What follows belongs to an exercise in optimizing a design on an open flow for small area, a short achievable clock period and few clock cycles per item; a production flow would make more cautious choices.
Function was checked by simulation only, so behaviour that the tests miss may differ from the original.
No activity file was given, so power comes from the tool's default toggle rates.

==> flow/design.v <==
`default_nettype none
package cnnDataPkg;
    typedef logic signed [7:0] pixel_t;
    typedef logic signed [19:0] convSum_t;
    typedef logic [6:0] feature_t;
    typedef logic signed [19:0] score_t;
    typedef logic [1:0] classIdx_t;
    typedef logic [7-1:0] memAddr_t;
endpackage
`default_nettype wire
`default_nettype none
package cnnCtrlPkg;
    typedef enum logic [2:0] {
        ConvIdle,
        ConvFetchPixel,
        ConvFetchWeight,
        ConvAccumulate,
        ConvPoolUpdate,
        ConvEmit,
        ConvFinish
    } convState_t;
    typedef enum logic [1:0] {
        DenseIdle,
        DenseFetchWeight,
        DenseAccumulate
    } denseState_t;
    typedef enum logic [1:0] {
        SelIdle,
        SelCompare,
        SelReport
    } selState_t;
    typedef enum logic [1:0] {
        ReqNone,
        ReqConv,
        ReqDense
    } requester_t;
endpackage
`default_nettype wire
`timescale 1ns/100ps
`default_nettype none
module paramMem
(
    input  logic     clk,
    input  logic     wrEn,
    input  cnnDataPkg::memAddr_t wrAddr,
    input  cnnDataPkg::pixel_t   wrData,
    input  cnnDataPkg::memAddr_t rdAddr,
    output cnnDataPkg::pixel_t   rdData
);
    cnnDataPkg::pixel_t mem [109];
    always_ff @(posedge clk) begin
        if (wrEn) begin
            mem[wrAddr] <= wrData;
        end
    end
    always_ff @(posedge clk) begin
        rdData <= mem[rdAddr];
    end
endmodule
`default_nettype wire
`timescale 1ns/100ps
`default_nettype none
module memArbiter
(
    input  logic     clk,
    input  logic     rst,
    input  logic     convReq,
    input  logic     denseReq,
    input  cnnDataPkg::memAddr_t convAddr,
    input  cnnDataPkg::memAddr_t denseAddr,
    output logic     convGrant,
    output logic     denseGrant,
    output cnnDataPkg::memAddr_t memAddr,
    input  cnnDataPkg::pixel_t   memData,
    output logic     convDataValid,
    output logic     denseDataValid,
    output cnnDataPkg::pixel_t   convData,
    output cnnDataPkg::pixel_t   denseData
);
    cnnCtrlPkg::requester_t lastGrant;
    assign denseGrant = denseReq;
    assign convGrant  = convReq && !denseReq;
    assign memAddr    = denseGrant ? denseAddr : convAddr;
    always_ff @(posedge clk or negedge rst) begin
        if (!rst) begin
            lastGrant <= cnnCtrlPkg::ReqNone;
        end else if (denseGrant) begin
            lastGrant <= cnnCtrlPkg::ReqDense;
        end else if (convGrant) begin
            lastGrant <= cnnCtrlPkg::ReqConv;
        end else begin
            lastGrant <= cnnCtrlPkg::ReqNone;
        end
    end
    assign convDataValid  = (lastGrant == cnnCtrlPkg::ReqConv);
    assign denseDataValid = (lastGrant == cnnCtrlPkg::ReqDense);
    assign convData       = convDataValid ? memData : '0;
    assign denseData      = denseDataValid ? memData : '0;
endmodule
`default_nettype wire
`timescale 1ns/100ps
`default_nettype none
module convPoolEngine
(
    input  logic     clk,
    input  logic     rst,
    input  logic     start,
    output logic     req,
    output cnnDataPkg::memAddr_t addr,
    input  logic     grant,
    input  logic     dataValid,
    input  cnnDataPkg::pixel_t   data,
    output logic     featValid,
    output cnnDataPkg::feature_t featData,
    output logic     running
);
    cnnCtrlPkg::convState_t state;
    logic [1:0] poolRow;
    logic [1:0] poolCol;
    logic [1:0] winIdx;
    logic [1:0] tapRow;
    logic [1:0] tapCol;
    logic [3:0] featCnt;
    logic [2:0] convRow;
    logic [2:0] convCol;
    cnnDataPkg::memAddr_t   pixAddr;
    cnnDataPkg::memAddr_t   kerAddr;
    cnnDataPkg::pixel_t     pixReg;
    logic signed [15:0] product;
    cnnDataPkg::convSum_t   acc;
    cnnDataPkg::convSum_t   poolMax;
    cnnDataPkg::convSum_t   shifted;
    assign convRow = {poolRow, winIdx[1]};
    assign convCol = {poolCol, winIdx[0]};
    assign pixAddr = cnnDataPkg::memAddr_t'(0 + (convRow + tapRow) * 8 + convCol + tapCol);
    assign kerAddr = cnnDataPkg::memAddr_t'(64 + tapRow * 3 + tapCol);
    assign req     = (state == cnnCtrlPkg::ConvFetchPixel) || (state == cnnCtrlPkg::ConvFetchWeight);
    assign addr    = (state == cnnCtrlPkg::ConvFetchPixel) ? pixAddr : kerAddr;
    assign running = (state != cnnCtrlPkg::ConvIdle);
    assign product = pixReg * data;
    always_ff @(posedge clk or negedge rst) begin
        if (!rst) begin
            state   <= cnnCtrlPkg::ConvIdle;
            poolRow <= '0;
            poolCol <= '0;
            winIdx  <= '0;
            tapRow  <= '0;
            tapCol  <= '0;
            featCnt <= '0;
        end else begin
            case (state)
                cnnCtrlPkg::ConvIdle: begin
                    if (start) begin
                        poolRow <= '0;
                        poolCol <= '0;
                        winIdx  <= '0;
                        tapRow  <= '0;
                        tapCol  <= '0;
                        featCnt <= '0;
                        state   <= cnnCtrlPkg::ConvFetchPixel;
                    end
                end
                cnnCtrlPkg::ConvFetchPixel: begin
                    if (grant) begin
                        state <= cnnCtrlPkg::ConvFetchWeight;
                    end
                end
                cnnCtrlPkg::ConvFetchWeight: begin
                    if (grant) begin
                        state <= cnnCtrlPkg::ConvAccumulate;
                    end
                end
                cnnCtrlPkg::ConvAccumulate: begin
                    if (dataValid) begin
                        if (tapCol == 2'(3 - 1)) begin
                            tapCol <= '0;
                            if (tapRow == 2'(3 - 1)) begin
                                tapRow <= '0;
                                state  <= cnnCtrlPkg::ConvPoolUpdate;
                            end else begin
                                tapRow <= tapRow + 2'd1;
                                state  <= cnnCtrlPkg::ConvFetchPixel;
                            end
                        end else begin
                            tapCol <= tapCol + 2'd1;
                            state  <= cnnCtrlPkg::ConvFetchPixel;
                        end
                    end
                end
                cnnCtrlPkg::ConvPoolUpdate: begin
                    winIdx <= winIdx + 2'd1;
                    state  <= (winIdx == 2'd3) ? cnnCtrlPkg::ConvEmit : cnnCtrlPkg::ConvFetchPixel;
                end
                cnnCtrlPkg::ConvEmit: begin
                    if (featCnt == 4'(9 - 1)) begin
                        state <= cnnCtrlPkg::ConvFinish;
                    end else begin
                        featCnt <= featCnt + 4'd1;
                        if (poolCol == 2'(3 - 1)) begin
                            poolCol <= '0;
                            poolRow <= poolRow + 2'd1;
                        end else begin
                            poolCol <= poolCol + 2'd1;
                        end
                        state <= cnnCtrlPkg::ConvFetchPixel;
                    end
                end
                cnnCtrlPkg::ConvFinish: begin
                    state <= cnnCtrlPkg::ConvIdle;
                end
                default: begin
                    state <= cnnCtrlPkg::ConvIdle;
                end
            endcase
        end
    end
    always_ff @(posedge clk) begin
        if (state == cnnCtrlPkg::ConvFetchWeight && dataValid) begin
            pixReg <= data;
        end
        if (state == cnnCtrlPkg::ConvIdle && start) begin
            acc <= '0;
        end else if (state == cnnCtrlPkg::ConvAccumulate && dataValid) begin
            acc <= acc + cnnDataPkg::convSum_t'(product);
        end else if (state == cnnCtrlPkg::ConvPoolUpdate) begin
            acc <= '0;
            if (winIdx == 2'd0 || acc > poolMax) begin
                poolMax <= acc;
            end
        end
    end
    assign shifted   = poolMax >>> 4;
    assign featValid = (state == cnnCtrlPkg::ConvEmit);
    always_comb begin
        if (poolMax < 0) begin
            featData = '0;
        end else if (shifted > cnnDataPkg::convSum_t'(127)) begin
            featData = cnnDataPkg::feature_t'(127);
        end else begin
            featData = shifted[6:0];
        end
    end
endmodule
`default_nettype wire
`timescale 1ns/100ps
`default_nettype none
module denseLayer
(
    input  logic     clk,
    input  logic     rst,
    input  logic     start,
    input  logic     featValid,
    input  cnnDataPkg::feature_t featData,
    output logic     req,
    output cnnDataPkg::memAddr_t addr,
    input  logic     grant,
    input  logic     dataValid,
    input  cnnDataPkg::pixel_t   data,
    output logic     scoresValid,
    output cnnDataPkg::score_t [4-1:0] scores
);
    cnnCtrlPkg::denseState_t state;
    cnnDataPkg::feature_t    featReg;
    logic [3:0]  featCnt;
    cnnDataPkg::classIdx_t   cls;
    logic signed [15:0] product;
    assign req     = (state == cnnCtrlPkg::DenseFetchWeight);
    assign addr    = cnnDataPkg::memAddr_t'(73 + featCnt * 4 + cls);
    assign product = signed'({1'b0, featReg}) * data;
    always_ff @(posedge clk or negedge rst) begin
        if (!rst) begin
            state       <= cnnCtrlPkg::DenseIdle;
            featCnt     <= '0;
            cls         <= '0;
            scoresValid <= 1'b0;
        end else begin
            scoresValid <= 1'b0;
            case (state)
                cnnCtrlPkg::DenseIdle: begin
                    if (start) begin
                        featCnt <= '0;
                    end else if (featValid) begin
                        cls   <= '0;
                        state <= cnnCtrlPkg::DenseFetchWeight;
                    end
                end
                cnnCtrlPkg::DenseFetchWeight: begin
                    if (grant) begin
                        state <= cnnCtrlPkg::DenseAccumulate;
                    end
                end
                cnnCtrlPkg::DenseAccumulate: begin
                    if (dataValid) begin
                        if (cls == 2'(4 - 1)) begin
                            cls   <= '0;
                            state <= cnnCtrlPkg::DenseIdle;
                            if (featCnt == 4'(9 - 1)) begin
                                featCnt     <= '0;
                                scoresValid <= 1'b1;
                            end else begin
                                featCnt <= featCnt + 4'd1;
                            end
                        end else begin
                            cls   <= cls + 2'd1;
                            state <= cnnCtrlPkg::DenseFetchWeight;
                        end
                    end
                end
                default: begin
                    state <= cnnCtrlPkg::DenseIdle;
                end
            endcase
        end
    end
    always_ff @(posedge clk) begin
        if (start) begin
            for (int c = 0; c < 4; c++) begin
                scores[c] <= '0;
            end
        end else if (state == cnnCtrlPkg::DenseAccumulate && dataValid) begin
            scores[cls] <= scores[cls] + cnnDataPkg::score_t'(product);
        end
        if (state == cnnCtrlPkg::DenseIdle && featValid) begin
            featReg <= featData;
        end
    end
endmodule
`default_nettype wire
`timescale 1ns/100ps
`default_nettype none
module classSelect
(
    input  logic      clk,
    input  logic      rst,
    input  logic      scoresValid,
    input  cnnDataPkg::score_t [4-1:0] scores,
    output logic      done,
    output cnnDataPkg::classIdx_t classIdx,
    output cnnDataPkg::score_t    bestScore
);
    cnnCtrlPkg::selState_t state;
    cnnDataPkg::classIdx_t cmpIdx;
    cnnDataPkg::classIdx_t bestIdx;
    cnnDataPkg::score_t    best;
    cnnDataPkg::score_t [4-1:0] latched;
    always_ff @(posedge clk or negedge rst) begin
        if (!rst) begin
            state  <= cnnCtrlPkg::SelIdle;
            cmpIdx <= '0;
            done   <= 1'b0;
        end else begin
            done <= 1'b0;
            case (state)
                cnnCtrlPkg::SelIdle: begin
                    if (scoresValid) begin
                        cmpIdx <= 2'd1;
                        state  <= cnnCtrlPkg::SelCompare;
                    end
                end
                cnnCtrlPkg::SelCompare: begin
                    cmpIdx <= cmpIdx + 2'd1;
                    if (cmpIdx == 2'(4 - 1)) begin
                        state <= cnnCtrlPkg::SelReport;
                    end
                end
                cnnCtrlPkg::SelReport: begin
                    done  <= 1'b1;
                    state <= cnnCtrlPkg::SelIdle;
                end
                default: begin
                    state <= cnnCtrlPkg::SelIdle;
                end
            endcase
        end
    end
    always_ff @(posedge clk) begin
        if (state == cnnCtrlPkg::SelIdle && scoresValid) begin
            latched <= scores;
            best    <= scores[0];
            bestIdx <= '0;
        end else if (state == cnnCtrlPkg::SelCompare && $signed(latched[cmpIdx]) > $signed(best)) begin
            best    <= latched[cmpIdx];
            bestIdx <= cmpIdx;
        end
        if (state == cnnCtrlPkg::SelReport) begin
            classIdx  <= bestIdx;
            bestScore <= best;
        end
    end
endmodule
`default_nettype wire
`timescale 1ns/100ps
`default_nettype none
module digitClassifier
(
    input  logic      clk,
    input  logic      rst,
    input  logic      start,
    input  logic      wrEn,
    input  cnnDataPkg::memAddr_t  wrAddr,
    input  cnnDataPkg::pixel_t    wrData,
    output logic      busy,
    output logic      done,
    output cnnDataPkg::classIdx_t classIdx,
    output cnnDataPkg::score_t    bestScore
);
    logic     accept;
    logic     memWrEn;
    cnnDataPkg::memAddr_t memAddr;
    cnnDataPkg::pixel_t   memData;
    logic     convReq;
    logic     convGrant;
    logic     convDataValid;
    logic     convRunning;
    cnnDataPkg::memAddr_t convAddr;
    cnnDataPkg::pixel_t   convData;
    logic     denseReq;
    logic     denseGrant;
    logic     denseDataValid;
    cnnDataPkg::memAddr_t denseAddr;
    cnnDataPkg::pixel_t   denseData;
    logic     featValid;
    cnnDataPkg::feature_t featData;
    logic     scoresValid;
    cnnDataPkg::score_t [4-1:0] scores;
    assign accept  = start && !busy && !convRunning;
    assign memWrEn = wrEn && !busy;
    always_ff @(posedge clk or negedge rst) begin
        if (!rst) begin
            busy <= 1'b0;
        end else if (accept) begin
            busy <= 1'b1;
        end else if (done) begin
            busy <= 1'b0;
        end
    end
    paramMem u_mem (
        .clk    (clk),
        .wrEn   (memWrEn),
        .wrAddr (wrAddr),
        .wrData (wrData),
        .rdAddr (memAddr),
        .rdData (memData)
    );
    memArbiter u_arb (
        .clk            (clk),
        .rst            (rst),
        .convReq        (convReq),
        .denseReq       (denseReq),
        .convAddr       (convAddr),
        .denseAddr      (denseAddr),
        .convGrant      (convGrant),
        .denseGrant     (denseGrant),
        .memAddr        (memAddr),
        .memData        (memData),
        .convDataValid  (convDataValid),
        .denseDataValid (denseDataValid),
        .convData       (convData),
        .denseData      (denseData)
    );
    convPoolEngine u_conv (
        .clk       (clk),
        .rst       (rst),
        .start     (accept),
        .req       (convReq),
        .addr      (convAddr),
        .grant     (convGrant),
        .dataValid (convDataValid),
        .data      (convData),
        .featValid (featValid),
        .featData  (featData),
        .running   (convRunning)
    );
    denseLayer u_dense (
        .clk         (clk),
        .rst         (rst),
        .start       (accept),
        .featValid   (featValid),
        .featData    (featData),
        .req         (denseReq),
        .addr        (denseAddr),
        .grant       (denseGrant),
        .dataValid   (denseDataValid),
        .data        (denseData),
        .scoresValid (scoresValid),
        .scores      (scores)
    );
    classSelect u_sel (
        .clk         (clk),
        .rst         (rst),
        .scoresValid (scoresValid),
        .scores      (scores),
        .done        (done),
        .classIdx    (classIdx),
        .bestScore   (bestScore)
    );
endmodule
`default_nettype wire
==> flow/run.sh <==
#!/bin/bash
# synth_recipe.tcl (not shown) runs the flow's synth.tcl, then flattens the netlist and writes it again
# the make line also repeats each setting of config.mk as NAME=value (left out here)
make -C /OpenROAD-flow-scripts/flow DESIGN_CONFIG=/design/flow/config.mk WORK_HOME=/design/flow/orfs CLKGATE_MAP_FILE= SYNTH_SCRIPT=/design/flow/synth_recipe.tcl finish
==> flow/config.mk <==
export PLATFORM = sky130hd
export DESIGN_NAME = digitClassifier
export DESIGN_NICKNAME = digitClassifier
export VERILOG_FILES = /design/flow/design.v
export SDC_FILE = /design/flow/constraint.sdc
export NUM_CORES = 4
export LEC_CHECK = 0
export CAP_MARGIN = 20
export CORE_MARGIN = 2
export CORE_UTILIZATION = 40
export SLEW_MARGIN = 20
==> flow/constraint.sdc <==
create_clock -name core_clock -period 10.0 [get_ports {clk}]
set_input_delay 2.0000 -clock core_clock [delete_from_list [all_inputs] [get_ports {clk}]]
set_output_delay 2.0000 -clock core_clock [all_outputs]
set_load 0.01 [all_outputs]
==> results.sh <==
export IMPL_cts_root_buffer_cell="clkbuf_16"
export IMPL_clock_skew_ps=38.9
export IMPL_async_reset_ff_share_pct=2.90
export IMPL_status="no timing/DRC/antenna violations"
export IMPL_path_clk_slew_ps=60
export IMPL_max_cap_violations=0
export IMPL_hold_viol_final=0
export IMPL_min_period_over_period_pct=82.3
export IMPL_die_area_sq_um=142000
export IMPL_syn_area_sq_um=55600
export IMPL_critical_path_arrival_ps=8830
export IMPL_nets=4785
export IMPL_min_period_ps=8230
export IMPL_drive_gt1_share_pct=8.47
export IMPL_place_area_sq_um=58000
export IMPL_p_per_area_nw_per_um2=163
export IMPL_grt_antenna_before_repair=5
export IMPL_relSlewSlack_pct=17.9
export IMPL_crit_path_max_incr_delay_ps=630
export IMPL_setup_viol=0
export IMPL_numCtsBuffers=131
export IMPL_design_core_area_sq_um=138000
export IMPL_fin_cells=6366
export IMPL_synth_top_cells_by_area="edfxtp_1 56%, fa_1 4.5%, nand2_1 4.0%"
export IMPL_dr_pass1_iters=6
export IMPL_stdcell_area_sq_um=62300
export IMPL_critPathLaunch="u_arb.lastGrant[1]"
export IMPL_cts_setup_buffers=0
export IMPL_rows=136
export IMPL_routed_wl_um=159000
export IMPL_timing_hold_worst_path_depth=0
export IMPL_setup_tns_final_ps=0
export IMPL_rsz0062_at_grt="false"
export IMPL_clk_path_buf_depth=3
export IMPL_htree_levels=4
export IMPL_timing_rr_start="u_arb.lastGrant[1]"
export IMPL_start_kind="flip-flop"
export IMPL_endpoint_kind="flip-flop"
export IMPL_vdd_drop_max_mv=0.163
export IMPL_clock_sinks=1173
export IMPL_slowest_stage="nor2b_2"
export IMPL_first_global_vias=35700
export IMPL_gp_congestion=0.964
export IMPL_vias=37100
export IMPL_gr_total_overflow=0
export IMPL_synth_edf_count=1029
export IMPL_start_util_pct=40.4
export IMPL_clock_fmax_mhz=122
export IMPL_die_h_um=377
export IMPL_ff2ff_path_depth=28
export IMPL_grt_max_degree=140
export IMPL_clk_latency_ps=800
export IMPL_io_buffers=42
export IMPL_drc=0
export IMPL_synth_top_area_cell="edfxtp_1"
export IMPL_slew_viol_final=0
export IMPL_ys_types=82
export IMPL_ctsResizeCount=0
export IMPL_critPathRequiredTime_ps=10600
export IMPL_grt_usage_pct=22.3
export IMPL_yosys_warnings=6
export IMPL_ios=43
export IMPL_drt_iter0_markers=4012
export IMPL_hp_start="u_sel.bestIdx[0]"
export IMPL_hold_buffers=0
export IMPL_synth_nets=4780
export IMPL_synth_commonest_cells="1029 x edfxtp_1, 589 x nand2_1, 288 x a21oi_1"
export IMPL_worstMarginPinSlew_ps=1230
export IMPL_numPlacedInstances=6131
export IMPL_p_leak_nw=22.6
export IMPL_cts_tree="done"
export IMPL_avgSynthCellArea_sq_um=12.4
export IMPL_yosysMostFrequentCell="edfxtp_1"
export IMPL_synth_top_area_share_pct=55.6
export IMPL_yosysSeqAreaShare_pct=61.1
export IMPL_crit_type="flip-flop to flip-flop"
export IMPL_dieWidth_um=377
export IMPL_grt_pass1_wl_um=237000
export IMPL_hold_class="flip-flop to flip-flop"
export IMPL_syn_inst=4465
export IMPL_syn2layout_area_growth_pct=12.1
export IMPL_synth_seq_cells=1173
export IMPL_synth_flop_cell="edfxtp_1"
export IMPL_vias_per_cell=5.83
export IMPL_final_antenna_net_count=0
export IMPL_post_dp_hpwl_um=103000
export IMPL_critPathMaxFanout=35
export IMPL_wl_per_cell_um=25.0
-- placed cells by master, fill, tap and decap left out, types with 40 or more instances in the layout --
cell type / count
o21ai_0: 130
dfxtp_1: 110
mux4_2: 40
a31oi_1: 51
nand2_1: 588
nand4_1: 41
and3_1: 124
a221oi_1: 52
a211oi_1: 56
mux2i_1: 121
clkbuf_16: 131
fa_1: 124
ha_1: 172
edfxtp_1: 1029
nor3_1: 62
nor2_1: 237
a21oi_1: 286
a22oi_1: 98
nand3_1: 146
buf_4: 85
inv_1: 247
-- state kept, by name (all words and copies together), names as in the netlist, 3 cells and up --
name and cells:
u_sel.best 20, u_dense.scores 80, u_sel.latched 80, u_mem.rdData 8, u_dense.featReg 7, u_conv.state 3
u_sel.bestScore 20, u_conv.featCnt 4, u_conv.poolMax 20, u_mem.mem 872, u_dense.featCnt 4, u_conv.acc 20
u_conv.pixReg 8
-- cell families after synthesis --
family                     after synthesis  synth area share (%)
xor gates and xnor gates                54                 0.912
buffers and inverters                  507                  3.61
DFF                                   1173                  61.1
adders and majority gates              297                  8.36
AOI/OAI and AO/OA                      932                  11.0
muxes                                  183                  4.25
and+or+nand+nor                       1319                  10.7
-- stage by stage --
stage / worst slack [ps] / util [%] / hold slack (ps) / total power (W)
2_1_floorplan: 2870 / - / 408 / 0.00542
3_3_place_gp: 1930 / 42.2 / 419 / 0.00550
3_5_place_dp: 1810 / 42.2 / 421 / 0.00550
4_1_cts: 1770 / 45.3 / 435 / 0.0102
5_1_grt: 1080 / 45.3 / 448 / 0.0104
6_report: 1770 / 45.3 / 436 / 0.0102
-- report_power, final --
part            total, W  switching, W  leakage (nW)  internal (W)
sequential       0.00531             0          10.6       0.00531
clock            0.00477       0.00206          2.05       0.00271
combinational  0.0000855     0.0000763          9.93    0.00000925
-- layout make-up --
class	instances	area, sq um
fill	12300	75400
inverter	250	938
tap	1794	2240
clock buffer	170	3480
antenna	1	2.50
clock inverter	64	783
timing repair buffer	129	1170
multi-input combinational	2785	19700
sequential	1173	34000
-- path summary, 6_finish.rpt --
kind                                      endpoint  slack (ps)
worst max register to register  u_dense.scores[23]        1770
worst min register to register   u_sel.classIdx[0]         440
max in group asynchronous           u_dense.cls[0]        8070
min in group asynchronous               u_sel.done        1320
worst max-delay path            u_dense.scores[23]        1770
worst min-delay path             u_sel.classIdx[0]         440
-- worst max-delay path, delay by kind of cell (launching register included) --
| family | cells | cell delay, ps |
|---|---|---|
| compound gates | 13 | 2690 |
| xor+xnor | 2 | 470 |
| fa+ha+maj | 6 | 2690 |
| buf+inv | 4 | 550 |
| flops | 1 | 370 |
| simple gates | 3 | 1280 |
-- routing by layer --
metal	routed length (um)	vias up	global-route usage [%]
met3	11600	293	3.76
li1	-	16600	-
met1	68300	18600	31.4
met4	6110	2	8.66
met2	72900	1534	34.4
met5	14	-	0
Testbench counts, summed over its fixed seeds: cycles 215,760, images 192.

[static timing again, ports no longer ideal]
Ports are ideal in the flow. The routed layout listed here was re-timed in OpenROAD. Step 1, drivers: a clkbuf_16 drives clk and a buf_2 each remaining input, both assumed. Step 2 also shifts input and output timing later by t, the mid clock arrival at the registers, as if the neighbouring blocks saw the same clock. Three values: ideal ports, drivers, drivers and shift; two values: the first two.
t (ns): 0.857
setup slack, ns: 1.773 / 1.773 / 1.773
hold WS [ns]: 0.436 / 0.436 / 0.436
worst register clock-pin slew, ns: 0.06 / 0.06
After both steps this run still meets setup and hold. The setup slack of this run moves by 0.000 ns with the drivers and by 0.000 ns with both steps.
